Context: an optimization exercise on an open-source flow, tuned for small area. The choices shown serve that exercise and are no tape-out recipe. In this exercise RTL edits were held to simulation tests only and were not proved equivalent to the original. No activity file was given, so power comes from the tool's default toggle rates.

**config.mk**
```make
export PLATFORM = sky130hd
export DESIGN_NAME = m68kCacheTop
export DESIGN_NICKNAME = m68kCacheTop
export VERILOG_FILES = /design/flow/design.v
export SDC_FILE = /design/flow/constraint.sdc
export NUM_CORES = 4
export LEC_CHECK = 0
export CAP_MARGIN = 20
export CORE_MARGIN = 2
export CORE_UTILIZATION = 40
export SLEW_MARGIN = 50
```
**constraint.sdc**
```tcl
create_clock -name core_clock -period 12.0 [get_ports {Clock}]
set_input_delay 2.4000 -clock core_clock [delete_from_list [all_inputs] [get_ports {Clock}]]
set_output_delay 2.4000 -clock core_clock [all_outputs]
set_load 0.01 [all_outputs]
```
**design.v**
```verilog
`timescale 1ns/1ps
package cacheGeomPkg;
	localparam int NumWays   = 4;		 
	localparam int NumSets   = 8;
	localparam int LineWords = 8;		 
	localparam int TagWidth  = 25;		 
	typedef logic [1:0] wayIdx_t;
	typedef logic [NumWays-1:0] wayMask_t;	 
	typedef logic [2:0] setIdx_t;
	typedef logic [2:0] wordIdx_t;
	typedef logic [2:0] lruBits_t;		 
	typedef struct packed {
		logic [TagWidth-1:0] tag;
		setIdx_t set;
		wordIdx_t word;
		logic byteSel;			 
	} cacheAddr_t;
	typedef struct packed {
		logic valid;
		logic [TagWidth-1:0] tag;
	} tagEntry_t;
endpackage
`timescale 1ns/1ps
package busPkg;
	typedef logic [15:0] word_t;
	typedef struct packed {
		logic AS_L;			 
		logic UDS_L;			 
		logic LDS_L;			 
		logic WE_L;			 
		logic DramSelect_H;		 
		logic [31:0] address;
		word_t wrData;
	} cpuBus_t;
	typedef struct packed {
		logic select_L;			 
		logic AS_L;
		logic UDS_L;
		logic LDS_L;
		logic WE_L;
		logic [31:0] address;		 
		word_t wrData;
	} dramReq_t;
	typedef struct packed {
		logic Dtack_L;
		logic CAS_L;			 
		logic RAS_L;			 
	} dramStat_t;
endpackage
`timescale 1ns/1ps
module burstCounter #(
	parameter int CountWidth = 3
) (
	input logic Clock,
	input logic Reset_L,
	input logic countClear,
	output logic [CountWidth-1:0] count
);
	always_ff @(posedge Clock or negedge Reset_L) begin
		if (!Reset_L)
			count <= '0;
		else if (countClear)
			count <= '0;			 
		else
			count <= count + 1'b1;		 
	end
endmodule
`timescale 1ns/1ps
module plruPolicy
(
	input logic Clock,
	input logic Reset_L,
	input cacheGeomPkg::setIdx_t setIdx,
	input logic loadLru,
	input logic pickVictim,
	input logic touchHit,
	input logic clearAll,
	input cacheGeomPkg::wayMask_t hitMask,
	input cacheGeomPkg::wayMask_t validMask,
	output cacheGeomPkg::wayIdx_t victimWay,
	output logic setFull
);
	cacheGeomPkg::lruBits_t lruStore [cacheGeomPkg::NumSets];	 
	cacheGeomPkg::lruBits_t lruWork;		 
	cacheGeomPkg::lruBits_t lruNext;
	cacheGeomPkg::wayIdx_t treeWay;		 
	cacheGeomPkg::wayIdx_t firstFree;		 
	cacheGeomPkg::wayIdx_t chosenWay;
	cacheGeomPkg::wayIdx_t hitWay;
	cacheGeomPkg::wayIdx_t usedWay;
	assign setFull   = &validMask;
	assign chosenWay = setFull ? treeWay : firstFree;
	assign usedWay   = (|hitMask) ? hitWay : chosenWay;	 
	always_comb begin
		if (!lruWork[0])
			treeWay = lruWork[1] ? 2'd1 : 2'd0;	 
		else
			treeWay = lruWork[2] ? 2'd3 : 2'd2;	 
		firstFree = 2'd0;
		hitWay    = 2'd0;
		for (int w = cacheGeomPkg::NumWays - 1; w >= 0; w--) begin
			if (!validMask[w])
				firstFree = cacheGeomPkg::wayIdx_t'(w);	 
			if (hitMask[w])
				hitWay = cacheGeomPkg::wayIdx_t'(w);
		end
	end
	always_comb begin
		case (usedWay)
			2'd0: lruNext = {lruWork[2], 2'b11};
			2'd1: lruNext = {lruWork[2], 2'b01};
			2'd2: lruNext = {1'b1, lruWork[1], 1'b0};
			default: lruNext = {1'b0, lruWork[1], 1'b0};
		endcase
	end
	always_ff @(posedge Clock) begin
		begin
			if (clearAll) begin
				for (int s = 0; s < cacheGeomPkg::NumSets; s++)
					lruStore[s] <= '0;
			end else if (touchHit) begin
				lruStore[setIdx] <= lruNext;
			end
			if (loadLru)
				lruWork <= lruStore[setIdx];
			if (pickVictim)
				victimWay <= chosenWay;		 
		end
	end
endmodule
`timescale 1ns/1ps
`timescale 1ns/1ps
module cacheArrays
#(
	parameter int TagDepth = 8,
	parameter int DataDepth = 64
) (
	input logic Clock,
	input logic Reset_L,
	input cacheGeomPkg::setIdx_t setIdx,		 
	input cacheGeomPkg::wordIdx_t wordIdx,		 
	input cacheGeomPkg::setIdx_t rdSet,		 
	input cacheGeomPkg::wordIdx_t rdWord,		 
	input logic [cacheGeomPkg::TagWidth-1:0] reqTag,
	input cacheGeomPkg::wayMask_t tagWe,
	input cacheGeomPkg::wayMask_t dataWe,
	input logic validOut,
	input busPkg::word_t fillData,
	output cacheGeomPkg::wayMask_t hitMask,
	output cacheGeomPkg::wayMask_t validMask,
	output busPkg::word_t cpuData
);
	localparam int NW = cacheGeomPkg::NumWays;
	localparam int NS = cacheGeomPkg::NumSets;
	localparam int TW = cacheGeomPkg::TagWidth;
	logic [2:0] ringT;
	always_ff @(posedge Clock or negedge Reset_L) begin
		if (!Reset_L)
			ringT <= '0;
		else
			ringT <= ringT + 3'd1;
	end
	logic [NW-1:0][NS-1:0] valid;
	always_ff @(posedge Clock) begin
		for (int w = 0; w < NW; w++)
			for (int s = 0; s < NS; s++)
				if (tagWe[w] && setIdx == 3'(s))
					valid[w][s] <= validOut;
	end
	logic [2:0] wrSlot7;
	logic [2:0] newPhase;
	logic [2:0] rdSlot;
	logic [NS-1:0] rdSlotDec;
	logic [NW-1:0][TW+2:0] tagRd;		 
	assign wrSlot7  = setIdx + ringT;		 
	assign newPhase = ringT - wordIdx + 3'd1;
	assign rdSlot   = rdSet + ringT;
	always_comb
		for (int r = 0; r < NS; r++)
			rdSlotDec[r] = (rdSlot == 3'(r));
	logic [NW-1:0][NS-1:0][TW+2:0] tRing;
	always_ff @(posedge Clock) begin
		for (int w = 0; w < NW; w++) begin
			tRing[w][0] <= (dataWe[w] && wrSlot7 == 3'd7) ? {reqTag, newPhase} : tRing[w][NS-1];
			for (int r = 1; r < NS; r++)
				tRing[w][r] <= tRing[w][r-1];
		end
	end
	always_comb
		for (int w = 0; w < NW; w++) begin
			tagRd[w] = '0;
			for (int r = 0; r < NS; r++)
				tagRd[w] = tagRd[w] | ({(TW+3){rdSlotDec[r]}} & tRing[w][r]);
		end
	logic [NS-1:0] rdSetDec;
	always_comb begin
		for (int s = 0; s < NS; s++)
			rdSetDec[s] = (rdSet == 3'(s));
		for (int w = 0; w < NW; w++) begin
			validMask[w] = |(valid[w] & rdSetDec);
			hitMask[w]   = validMask[w] && (tagRd[w][TW+2:3] == reqTag);
		end
	end
	logic [NW-1:0][7:0] posDec;
	always_comb begin
		for (int w = 0; w < NW; w++) begin
			logic [2:0] pos;
			pos = ringT - tagRd[w][2:0] - rdWord;
			for (int p = 0; p < 8; p++)
				posDec[w][p] = (pos == 3'(p));
		end
	end
	logic [NW-1:0][NS-1:0][7:0][15:0] dRing;
	always_ff @(posedge Clock) begin
		for (int w = 0; w < NW; w++)
			for (int s = 0; s < NS; s++) begin
				dRing[w][s][0] <= (dataWe[w] && setIdx == 3'(s)) ? fillData : dRing[w][s][7];
				for (int p = 1; p < 8; p++)
					dRing[w][s][p] <= dRing[w][s][p-1];
			end
	end
	always_comb begin
		cpuData = '0;
		for (int w = 0; w < NW; w++)
			for (int s = 0; s < NS; s++)
				for (int p = 0; p < 8; p++)
					cpuData = cpuData |
						({16{hitMask[w] & rdSetDec[s] & posDec[w][p]}} & dRing[w][s][p]);
	end
endmodule
`timescale 1ns/1ps
module cacheSequencer
#(
	parameter int CountWidth = 3
) (
	input logic Clock,
	input logic Reset_L,
	input busPkg::cpuBus_t cpuReq,
	output logic DtackTo68k_L,
	output busPkg::dramReq_t dramReq,
	input busPkg::dramStat_t dramStat,
	input logic [CountWidth-1:0] count,
	output logic countClear,
	output logic loadLru,
	output logic pickVictim,
	output logic touchHit,
	output logic clearAll,
	input logic setFull,
	input cacheGeomPkg::wayIdx_t victimWay,
	output cacheGeomPkg::setIdx_t setIdx,
	output cacheGeomPkg::wordIdx_t wordIdx,
	output cacheGeomPkg::wayMask_t tagWe,
	output cacheGeomPkg::wayMask_t dataWe,
	output logic validOut,
	input cacheGeomPkg::wayMask_t hitMask,
	input cacheGeomPkg::wayMask_t validMask
);
	typedef enum logic [3:0] {
		Reset,
		Invalidate,
		Idle,
		CheckHit,
		FillRequest,
		CasWait1,
		CasWait2,
		BurstFill,
		EndFill,
		WriteThrough,
		HoldHit
	} seqState_t;
	localparam logic [CountWidth-1:0] LastSet  = CountWidth'(cacheGeomPkg::NumSets - 1);
	localparam logic [CountWidth-1:0] LastWord = CountWidth'(cacheGeomPkg::LineWords - 1);
	seqState_t state;
	seqState_t nextState;
	cacheGeomPkg::cacheAddr_t cpuAddr;		 
	cacheGeomPkg::wayMask_t victimMask;		 
	logic anyHit;
	logic cpuRequest;
	logic cycleDone;
	logic casStart;
	assign cpuAddr    = cacheGeomPkg::cacheAddr_t'(cpuReq.address);
	assign victimMask = cacheGeomPkg::wayMask_t'(4'b0001 << victimWay);
	assign anyHit     = |hitMask;			 
	assign cpuRequest = !cpuReq.AS_L && cpuReq.DramSelect_H;
	assign cycleDone  = cpuReq.AS_L || !cpuReq.DramSelect_H;	 
	assign casStart   = !dramStat.CAS_L && dramStat.RAS_L;	 
	always_ff @(posedge Clock or negedge Reset_L) begin
		if (!Reset_L)
			state <= Reset;
		else
			state <= nextState;
	end
	always_comb begin
		nextState        = state;
		DtackTo68k_L     = 1'b1;			 
		dramReq.select_L = 1'b1;			 
		dramReq.AS_L     = cpuReq.AS_L;		 
		dramReq.UDS_L    = cpuReq.UDS_L;
		dramReq.LDS_L    = cpuReq.LDS_L;
		dramReq.WE_L     = cpuReq.WE_L;
		dramReq.address  = {cpuAddr.tag, cpuAddr.set, 4'b0000};	 
		dramReq.wrData   = cpuReq.wrData;
		countClear       = 1'b0;
		loadLru          = 1'b0;
		pickVictim       = 1'b0;
		touchHit         = 1'b0;
		clearAll         = 1'b0;
		setIdx           = cpuAddr.set;
		wordIdx          = cpuAddr.word;
		tagWe            = '0;
		dataWe           = '0;
		validOut         = 1'b0;
		case (state)
			Reset: begin
				countClear = 1'b1;			 
				nextState  = Invalidate;
			end
			Invalidate: begin
				setIdx   = cacheGeomPkg::setIdx_t'(count);
				tagWe    = '1;
				validOut = 1'b0;
				clearAll = 1'b1;			 
				if (count == LastSet)
					nextState = Idle;
			end
			Idle: begin
				if (cpuRequest) begin
					loadLru = 1'b1;			 
					if (cpuReq.WE_L) begin
						dramReq.UDS_L = 1'b0;	 
						dramReq.LDS_L = 1'b0;
						nextState     = CheckHit;
					end else begin
						dramReq.select_L = 1'b0;
						tagWe     = hitMask;	 
						validOut  = 1'b0;
						nextState = WriteThrough;
					end
				end
			end
			CheckHit: begin
				dramReq.UDS_L = 1'b0;
				dramReq.LDS_L = 1'b0;
				if (anyHit) begin
					DtackTo68k_L = 1'b0;		 
					touchHit     = 1'b1;
					nextState    = HoldHit;
				end else begin
					dramReq.select_L = 1'b0;	 
					pickVictim = 1'b1;
					touchHit   = setFull;		 
					nextState  = FillRequest;
				end
			end
			HoldHit: begin
				dramReq.UDS_L = 1'b0;
				dramReq.LDS_L = 1'b0;
				DtackTo68k_L  = 1'b0;
				if (cycleDone)
					nextState = Idle;
			end
			FillRequest: begin
				dramReq.UDS_L    = 1'b0;
				dramReq.LDS_L    = 1'b0;
				dramReq.select_L = 1'b0;
				tagWe    = victimMask;		 
				validOut = 1'b1;
				if (casStart)
					nextState = CasWait1;
			end
			CasWait1: begin				 
				dramReq.UDS_L    = 1'b0;
				dramReq.LDS_L    = 1'b0;
				dramReq.select_L = 1'b0;
				nextState        = CasWait2;
			end
			CasWait2: begin				 
				dramReq.UDS_L    = 1'b0;
				dramReq.LDS_L    = 1'b0;
				dramReq.select_L = 1'b0;
				countClear       = 1'b1;		 
				nextState        = BurstFill;
			end
			BurstFill: begin
				dramReq.UDS_L    = 1'b0;
				dramReq.LDS_L    = 1'b0;
				dramReq.select_L = 1'b0;
				wordIdx = cacheGeomPkg::wordIdx_t'(count);	 
				dataWe  = victimMask;
				if (count == LastWord)
					nextState = EndFill;
			end
			EndFill: begin
				dramReq.UDS_L = 1'b0;
				dramReq.LDS_L = 1'b0;
				DtackTo68k_L  = 1'b0;
				if (cycleDone)
					nextState = Idle;
			end
			WriteThrough: begin
				dramReq.address  = cpuReq.address;	 
				dramReq.select_L = 1'b0;
				DtackTo68k_L     = dramStat.Dtack_L;	 
				if (cycleDone)
					nextState = Idle;
			end
			default: nextState = Reset;
		endcase
	end
endmodule
`timescale 1ns/1ps
module m68kCacheTop (
	input logic Clock,
	input logic Reset_L,
	input logic cpuAS_L,			 
	input logic cpuUDS_L,			 
	input logic cpuLDS_L,			 
	input logic cpuWE_L,			 
	input logic cpuDramSelect_H,		 
	input logic [31:0] cpuAddress,
	input logic [15:0] cpuWrData,
	output logic [15:0] cpuData,
	output logic DtackTo68k_L,
	output logic dramSelect_L,		 
	output logic dramAS_L,
	output logic dramUDS_L,
	output logic dramLDS_L,
	output logic dramWE_L,
	output logic [31:0] dramAddress,	 
	output logic [15:0] dramWrData,
	input logic dramDtack_L,
	input logic dramCAS_L,			 
	input logic dramRAS_L,			 
	input logic [15:0] dramData
);
	localparam int CountWidth = $clog2(cacheGeomPkg::LineWords);	 
	localparam int TagDepth   = cacheGeomPkg::NumSets;
	localparam int DataDepth  = cacheGeomPkg::NumSets * cacheGeomPkg::LineWords;
	busPkg::cpuBus_t cpuReq;
	busPkg::dramReq_t dramReq;
	busPkg::dramStat_t dramStat;
	assign cpuReq   = {cpuAS_L, cpuUDS_L, cpuLDS_L, cpuWE_L, cpuDramSelect_H,
		cpuAddress, cpuWrData};
	assign {dramSelect_L, dramAS_L, dramUDS_L, dramLDS_L, dramWE_L,
		dramAddress, dramWrData} = dramReq;
	assign dramStat = {dramDtack_L, dramCAS_L, dramRAS_L};
	logic [CountWidth-1:0] count;
	logic countClear;
	logic loadLru;
	logic pickVictim;
	logic touchHit;
	logic clearAll;
	logic setFull;
	logic validOut;
	cacheGeomPkg::wayIdx_t victimWay;
	cacheGeomPkg::setIdx_t setIdx;
	cacheGeomPkg::wordIdx_t wordIdx;
	cacheGeomPkg::wayMask_t tagWe;
	cacheGeomPkg::wayMask_t dataWe;
	cacheGeomPkg::wayMask_t hitMask;
	cacheGeomPkg::wayMask_t validMask;
	cacheSequencer #(.CountWidth(CountWidth)) sequencer (
		.Clock(Clock), .Reset_L(Reset_L),
		.cpuReq(cpuReq), .DtackTo68k_L(DtackTo68k_L),
		.dramReq(dramReq), .dramStat(dramStat),
		.count(count), .countClear(countClear),
		.loadLru(loadLru), .pickVictim(pickVictim),
		.touchHit(touchHit), .clearAll(clearAll),
		.setFull(setFull), .victimWay(victimWay),
		.setIdx(setIdx), .wordIdx(wordIdx),
		.tagWe(tagWe), .dataWe(dataWe), .validOut(validOut),
		.hitMask(hitMask), .validMask(validMask)
	);
	burstCounter #(.CountWidth(CountWidth)) counter (
		.Clock(Clock), .Reset_L(Reset_L),
		.countClear(countClear), .count(count)
	);
	plruPolicy policy (
		.Clock(Clock), .Reset_L(Reset_L),
		.setIdx(setIdx), .loadLru(loadLru),
		.pickVictim(pickVictim), .touchHit(touchHit), .clearAll(clearAll),
		.hitMask(hitMask), .validMask(validMask),
		.victimWay(victimWay), .setFull(setFull)
	);
	cacheArrays #(.TagDepth(TagDepth), .DataDepth(DataDepth)) arrays (
		.Clock(Clock), .Reset_L(Reset_L),
		.setIdx(setIdx), .wordIdx(wordIdx),
		.rdSet(cpuReq.address[6:4]), .rdWord(cpuReq.address[3:1]),
		.reqTag(cpuReq.address[31 -: cacheGeomPkg::TagWidth]),	 
		.tagWe(tagWe), .dataWe(dataWe), .validOut(validOut),
		.fillData(dramData),
		.hitMask(hitMask), .validMask(validMask),
		.cpuData(cpuData)
	);
endmodule
```
**run.sh**
```bash
#!/bin/bash
# synth_recipe.tcl (not shown) runs the flow's synth.tcl, then flattens the netlist and writes it again
# the make line also repeats each setting of config.mk as NAME=value (left out here)
make -C /OpenROAD-flow-scripts/flow DESIGN_CONFIG=/design/flow/config.mk WORK_HOME=/design/flow/orfs CLKGATE_MAP_FILE= SYNTH_SCRIPT=/design/flow/synth_recipe.tcl finish
```
==> notes.md <==
## sequential cells by signal (all words and copies together), names as in the netlist
name,count
arrays.ringT,3
policy.victimWay,2
sequencer.state,4
policy.lruWork,3
policy.lruStore,24
arrays.tRing,896
arrays.valid,32
arrays.dRing,4096
counter.count,3
## layout by cell type, fill, tap and decap left out, types with 242 or more instances in the layout
master,count
a21oi_1,327
a22o_1,259
a22oi_1,788
buf_4,679
clkbuf_16,489
dfxtp_1,4992
mux2_2,681
mux2i_1,357
nand2_1,688
nand3_1,382
nor2_1,304
nor4_1,242
## metal layers
| metal | part of all wire [%] | wire length (um) |
|---|---|---|
| met2 | 40 | 291000 |
| met4 | 9.2 | 67700 |
| met5 | 0.10 | 755 |
| met1 | 38 | 277000 |
| met3 | 13 | 97500 |
## critical path, cell delays in order
cell and delay [ns]:
buf_6 0.12, ha_4 0.15, fa_4 0.48, xnor3_4 0.32
mux4_2 0.51, mux2i_2 0.18, fa_1 0.49, ha_2 0.19
or2_4 0.23, fa_2 0.41, xnor2_2 0.15, buf_6 0.14
xnor2_4 0.14, nor3_4 0.34, buf_4 0.19, nor4_4 0.07
buf_12 0.18, a32oi_1 0.17, nand4_1 0.33, a221o_1 0.42
or4_1 0.55, nor4_2 0.36, nand4_1 0.49, buf_4 0.33
dlygate4sd2_1 0.29
## stage by stage
stage	util, %	hold WS [ns]
after floorplan	-	0.323
after global routing	48.4	0.258
after CTS	48.2	0.245
after detailed placement	43.7	0.328
final	48.4	0.272
after global placement	43.5	0.327
## power by group through the flow
| stage | registers (mW) | logic, mW | clock network, mW |
|---|---|---|---|
| after floorplan | 18.2 | 1.26 | 0 |
| after global placement | 18.4 | 2.71 | 0 |
| after global routing | 18.1 | 2.99 | 16.9 |
| final | 18.0 | 3.03 | 16.2 |
| after CTS | 18.0 | 2.83 | 16.2 |
| after detailed placement | 18.4 | 2.76 | 0 |
## path summary, 6_finish.rpt
check	cells after the start	start	slack, ns	endpoint
worst max-delay path	25	cpuAddress[4]	-0.08	cpuData[9]
worst min-delay path	0	arrays.dRing[2048]	0.27	arrays.dRing[2064]
worst max register to register	20	arrays.ringT[0]	5.27	policy.lruStore[4][0]
worst min register to register	0	arrays.dRing[2048]	0.27	arrays.dRing[2064]
max in group asynchronous	1	Reset_L	9.87	arrays.ringT[2]
min in group asynchronous	1	Reset_L	1.70	sequencer.state[3]
## kinds of logic (layout without fill, tap and decap cells)
logic type                 after synthesis  count (layout)  synth area share (%)
DFF                                   5063            5063                  65.1
AOI/OAI and AO/OA                     2650            2650                  13.0
and+or+nand+nor                       2549            2549                  8.21
muxes                                 1216            1216                  9.71
buffers and inverters                 1108            1971                  3.00
xor gates and xnor gates               119             119                 0.689
adders and majority gates               30              30                 0.288
other                                    0              72                     0
## cell type report
class | instances | area share (%)
Clock inverter | 216 | 1.65
Sequential cell | 5063 | 54.1
Tap cell | 5197 | 3.45
Clock buffer | 667 | 7.32
Antenna cell | 72 | 0.0956
Timing Repair Buffer | 1046 | 5.82
Multi-Input combinational cell | 6564 | 27.5
Inverter | 42 | 0.0836
## repair_timing
item / 4_1_cts / 5_1_grt
endpoints found under the hold margin: 0 / 0
setup endpoints to repair: 15 / 16
pin swaps: 47 / 38
gates cloned: 1 / 2
setup buffers: 19 / 32
resized for setup: 66 / 51
==> results.json <==
{
  "end_kind": "primary output",
  "first_pass_iters": 15,
  "grtUsageMet1_pct": 45.4,
  "finalNonFillerCells": 18867,
  "dp_cells": 17854,
  "syn_inst": 12735,
  "avgRoutedWirePerCell_um": 38.9,
  "nNetsFinal": 13302,
  "swShare_pct": 25.5,
  "synthArstFlopShare_pct": 0.198,
  "placed_area_um2": 170000,
  "core-area_um2": 389000,
  "synthTopCellsByCount": "dfxtp_1, a22oi_1, clkbuf_1",
  "synth_largest_area_cell": "dfxtp_1",
  "syn_avg_cell_area_um2": 12.3,
  "ff_latch_area_um2": 102000,
  "boundaryPins": 144,
  "p_int_mw": 27.8,
  "fin_crit_sh_pct": 101,
  "synthDistinctLibCells": 104,
  "status": "finished with violations",
  "p_switching_mw": 9.50,
  "synth_top_area_share_pct": 63.8,
  "cp.arrival_ns": 9.68,
  "p_comb_share_pct": 8.1,
  "hpwlAfterDp_um": 498000,
  "setup_viol": 2,
  "design_area_um2": 189000,
  "hold_violations": 0,
  "clock_path_buffers": 4,
  "cts_tree": "yes",
  "rsz0062_at_grt": "yes",
  "ys.flop_type": "dfxtp_1",
  "peakVddDrop_uv": 156,
  "fillers": 34566,
  "holdBufCountCts": 0,
  "ant_nets": 0,
  "cp-start-kind": "primary input",
  "grt_pass1_vias": 114735,
  "grtUsageTotal_pct": 35.7,
  "synth-seq-cells": 5063,
  "port_buffers": 111,
  "grt_pass1_wl_um": 979000,
  "grt_antenna_before_repair": 89,
  "syn_to_final_growth_pct": 20.4,
  "multiInputGateArea_um2": 51800,
  "first_iter_violations": 19429,
  "clkSinkCount": 5063,
  "period_needed_ns": 12.08,
  "grt_util_met2_pct": 49.2,
  "worst_pin_slew_ns": 0.994,
  "post-place-ws_ns": -0.637,
  "start_util_pct": 40.2,
  "place_congestion": 1.07,
  "clock.fmax_ghz": 0.0828,
  "p_per_area_nw_per_um2": 198,
  "syn_nets": 12839,
  "vias_per_cell": 6.40,
  "critPathRequiredTime_ns": 9.60,
  "p_total_mw": 37.3,
  "clk-insertion-delay-late_ns": 1.06,
  "path_class": "primary input to primary output",
  "num_rows": 229,
  "maxSlewHeadroom_pct": 33.1,
  "synth.most_common_cell": "dfxtp_1",
  "overflow": 0,
  "seqPwrFrac_pct": 48.4,
  "so_faults": "setup timing",
  "grt_use_met3_pct": 12.8,
  "grt_max_degree": 118,
  "cts_root_buf": "clkbuf_16",
  "p_clk_share_pct": 43.5,
  "synth-seq-area-share_pct": 65.1,
  "ys_top_cells_by_area": "dfxtp_1, mux2_2, a22oi_1",
  "routed_wl_um": 734000,
  "cp_max_fo": 11,
  "die_y_um": 630,
  "path_clk_slew_ns": 0.07,
  "cts_max_level": 5,
  "hp-class": "flip-flop to flip-flop",
  "synth.cell_area_um2": 157000,
  "leakage_nw": 69.8,
  "dieArea_um2": 397000,
  "drc_errors": 0,
  "dieWidth_um": 630,
  "tns_ns": -0.116,
  "synth_edf_count": 61,
  "drv_cap": 0,
  "grt-busiest-layer": "met2",
  "cts_buffers": 481,
  "maxSlewViolCount": 0,
  "worst_slack_ns": -0.0755,
  "ys_warn_count": 4,
  "layout-drive-gt1-share_pct": 21.5,
  "dr_total_vias": 120748,
  "finClkSkew_ns": 0.124
}

what the ideal ports hide:
No port has a modelled driver above. Below, the same layout with a new extraction and two added sets of constraints. Step 1, drivers: a clkbuf_16 drives Clock and a buf_2 each remaining input, both assumed. Step 2 times the ports against the registers' clock, not the clock port: input delays grow and output delays shrink by t, the midpoint of the rising clock arrivals with the driver on. Slacks: no drivers / after step 1 / after step 2; pairs: no drivers / after step 1.
t, ns: 1.119
setup WS [ns]: -0.076 / -0.111 / -0.111
worst setup path at the end: input to output
The setup slack of this run moves by -0.035 ns with the drivers and by -0.035 ns with both steps.
